What follows belongs to an exercise in optimizing a design on an open flow for a short achievable clock period and few clock cycles; a production flow would make more cautious choices. The RTL was checked by simulation tests, not by an equivalence proof against the original design.

## lagoon
## tomasuloCore
module tomasuloCore
(
   input  logic        Clock,
   input  logic        rst,
   input  logic        progWrite,
   input  logic [5:0]  progAddr,
   input  logic [15:0] progWord,
   input  logic        start,
   input  logic [6:0]  progLength,
   input  logic [3:0]  regAddr,
   output logic [15:0] regData,
   output logic        done
);
   logic [63:0][15:0] progMem;          
   logic [15:0] arch    [0:15];         
   logic [15:0] work    [0:15];         
   logic [15:0] workNext [0:15];
   logic [7:0]  ir;                     
   logic [15:0] opA, opB;               
   logic [15:0] nextWord;               
   logic [3:0]  nextJ, nextK;
   logic        irValid;
   logic [6:0]  pc;                     
   logic [6:0]  progLen;                
   logic        inOrder;                
   logic        running;
   logic [3:0]  op, dest;
   logic        writes;
   logic [15:0] result;
   logic [15:0] baseA, baseB;
   logic        inOrderWrite;
   logic        rollback;
   logic        more;                   
   logic        finish;
   assign op     = ir[7:4];
   assign dest   = ir[3:0];
   assign writes = irValid && (op >= 4'd1) && (op <= 4'd4);
   addSubUnit u_exec (.op(op), .a(opA), .b(opB), .res(result));
   always_comb
   begin
      for (int i = 0; i < 16; i++)
         workNext[i] = (writes && (dest == 4'(i))) ? result : work[i];
   end
   assign inOrderWrite = progWrite && inOrder && ({1'b0, progAddr} == pc);
   assign rollback     = start && (!inOrder || (pc > progLength));
   assign more         = (pc < progLen);
   assign finish       = running && !more;
   assign regData = arch[regAddr];
   always_ff @(posedge Clock)
   begin
      if (progWrite)
         progMem[progAddr] <= progWord;
   end
   always_comb
   begin
      if (start)
         nextWord = rollback ? progMem[0] : progMem[pc[5:0]];
      else if (running)
         nextWord = progMem[pc[5:0]];
      else
         nextWord = progWord;
   end
   assign nextJ = nextWord[7:4];
   assign nextK = nextWord[3:0];
   assign baseA = rollback ? arch[nextJ] : work[nextJ];
   assign baseB = rollback ? arch[nextK] : work[nextK];
   always_ff @(posedge Clock)
   begin
  ...
For scale: ~11000 cells after synthesis, roughly 1600 flip-flops, ~54 I/O pins.
Settings: LEC_CHECK=0, CAP_MARGIN=40, CORE_MARGIN=2, CORE_UTILIZATION=55, SLEW_MARGIN=40; clock period 30.0 ns.
standard.sh (not shown) runs the stock make flow with config.mk's settings and CLKGATE_MAP_FILE= SYNTH_SCRIPT=/design/flow/synth_recipe.tcl, a recipe that flattens the netlist after the stock synthesis.
==> flow/flow/run.sh <==
#!/bin/bash
# Layout: the standard flow, with these changes to how it is made:
#  - synthesis skips the full-adder extraction (ADDER_MAP_FILE empty), so ABC
#    maps the adders and compares itself and sees whole register-to-register
#    paths when it optimises for delay;
#  - timing repair aims for setup slack SETUP_SLACK_MARGIN ns beyond the
#    clock, so paths are made faster than the 30 ns clock needs;
#  - timing repair may resize cells to other footprints;
#  - the regAddr and regData pins are kept together (io.tcl).
# make's full output goes to flow_make.log; each ORFS step keeps its own log
# under orfs/logs/.
set -euo pipefail
here=$(cd "$(dirname "${BASH_SOURCE[0]}")" && pwd)
bash standard.sh ADDER_MAP_FILE= SETUP_SLACK_MARGIN=17.5 MATCH_CELL_FOOTPRINT=0 \
   IO_CONSTRAINTS="$here/io.tcl" finish > flow_make.log 2>&1
==> flow/flow/io.tcl <==
# Keep the register read port's pins (regAddr in, regData out) together on
# the die edge, so its combinational path is short.
set_io_pin_constraint -group -pin_names {regAddr[0] regAddr[1] regAddr[2] regAddr[3] regData[0] regData[1] regData[2] regData[3] regData[4] regData[5] regData[6] regData[7] regData[8] regData[9] regData[10] regData[11] regData[12] regData[13] regData[14] regData[15]}
Testbench counts of lagoon, summed over its fixed seeds: cycles 21,288.
diff inputs: lagoon => willow
- SYNTH_HIERARCHICAL: unset -> 1
- CORE_UTILIZATION: 55 -> 40
diff --git a/flow/flow/run.sh b/flow/flow/run.sh
--- a/flow/flow/run.sh
+++ b/flow/flow/run.sh
@@ -8,5 +8,3 @@
 #  - timing repair may resize cells to other footprints;
-#  - the regAddr and regData pins are kept together (io.tcl).
-# make's full output goes to flow_make.log; each ORFS step keeps its own log
-# under orfs/logs/.
+#  - the regAddr and regData pins are kept together (io.tcl);
 set -euo pipefail
==> comparison <==
- Looking at met2 usage in global routing, willow sits 8.2 points below lagoon.
- [willow vs lagoon] area of the multi-input gates: higher in willow
- On willow: initial core utilization is 15 points lower than what lagoon gave.
For yarrow, these inputs were changed with respect to willow:
- clearing SYNTH_HIERARCHICAL, which used to be 1
==> flow/flow/run.sh <==
#!/bin/bash
# Layout: the standard flow (standard synthesis unchanged), with these
# changes to how the layout is made:
#  - timing repair aims for setup slack SETUP_SLACK_MARGIN ns beyond the
#    clock, so paths are made faster than the 30 ns clock needs;
#  - timing repair may resize cells to other footprints;
#  - the regAddr and regData pins are kept together (io.tcl).
# make's full output goes to flow_make.log; each ORFS step keeps its own log
# under orfs/logs/.
set -euo pipefail
here=$(cd "$(dirname "${BASH_SOURCE[0]}")" && pwd)
bash standard.sh SETUP_SLACK_MARGIN=17.5 MATCH_CELL_FOOTPRINT=0 \
   IO_CONSTRAINTS="$here/io.tcl" finish > flow_make.log 2>&1
Findings:
Summary: vias after detailed routing, yarrow better than willow. Taking willow as the reference, in yarrow half-perimeter wire length after detailed placement shrank by about 0.75%, clock period minus worst slack +1.48 ns. From willow to yarrow the numbers moved as follows: met1 wire length -3.7%. Min total standard cell area after synthesis across yarrow and willow: yarrow. Wire length on yarrow is down relative to willow. On yarrow: number of buffers other than clock buffers in the final layout is about 9% lower than what willow gave. Of yarrow and willow, the higher arrival time of the worst setup path belongs to yarrow.

[what the ideal ports hide]
The flow's constraints put no driver on any port. The routed layouts listed below were extracted and timed again, unchanged, in two steps.
Step 1 assumes that a clkbuf_16 drives the clock port and a buf_2 every other input.
Step 2 also shifts input and output timing later by t, the mid clock arrival at the registers, as if the neighbouring blocks saw the same clock.
a / b / c = ideal / step 1 / step 2; a / b = the first two.
run | t (ns) | setup WS [ns] | worst data-port slew with drivers (ns) | pins driven straight from the clock port
lagoon | 0.888 | 16.440 / 16.362 / 16.362 | 0.40 | 1
willow | 0.943 | 16.425 / 16.337 / 16.337 | 0.14 | 1
yarrow | 0.929 | 14.948 / 14.948 / 14.948 | 0.12 | 1
After both steps every run listed still meets setup and hold. For willow, which loses most, drivers alone change the setup slack by -0.088 ns; drivers and shift together by -0.088 ns.
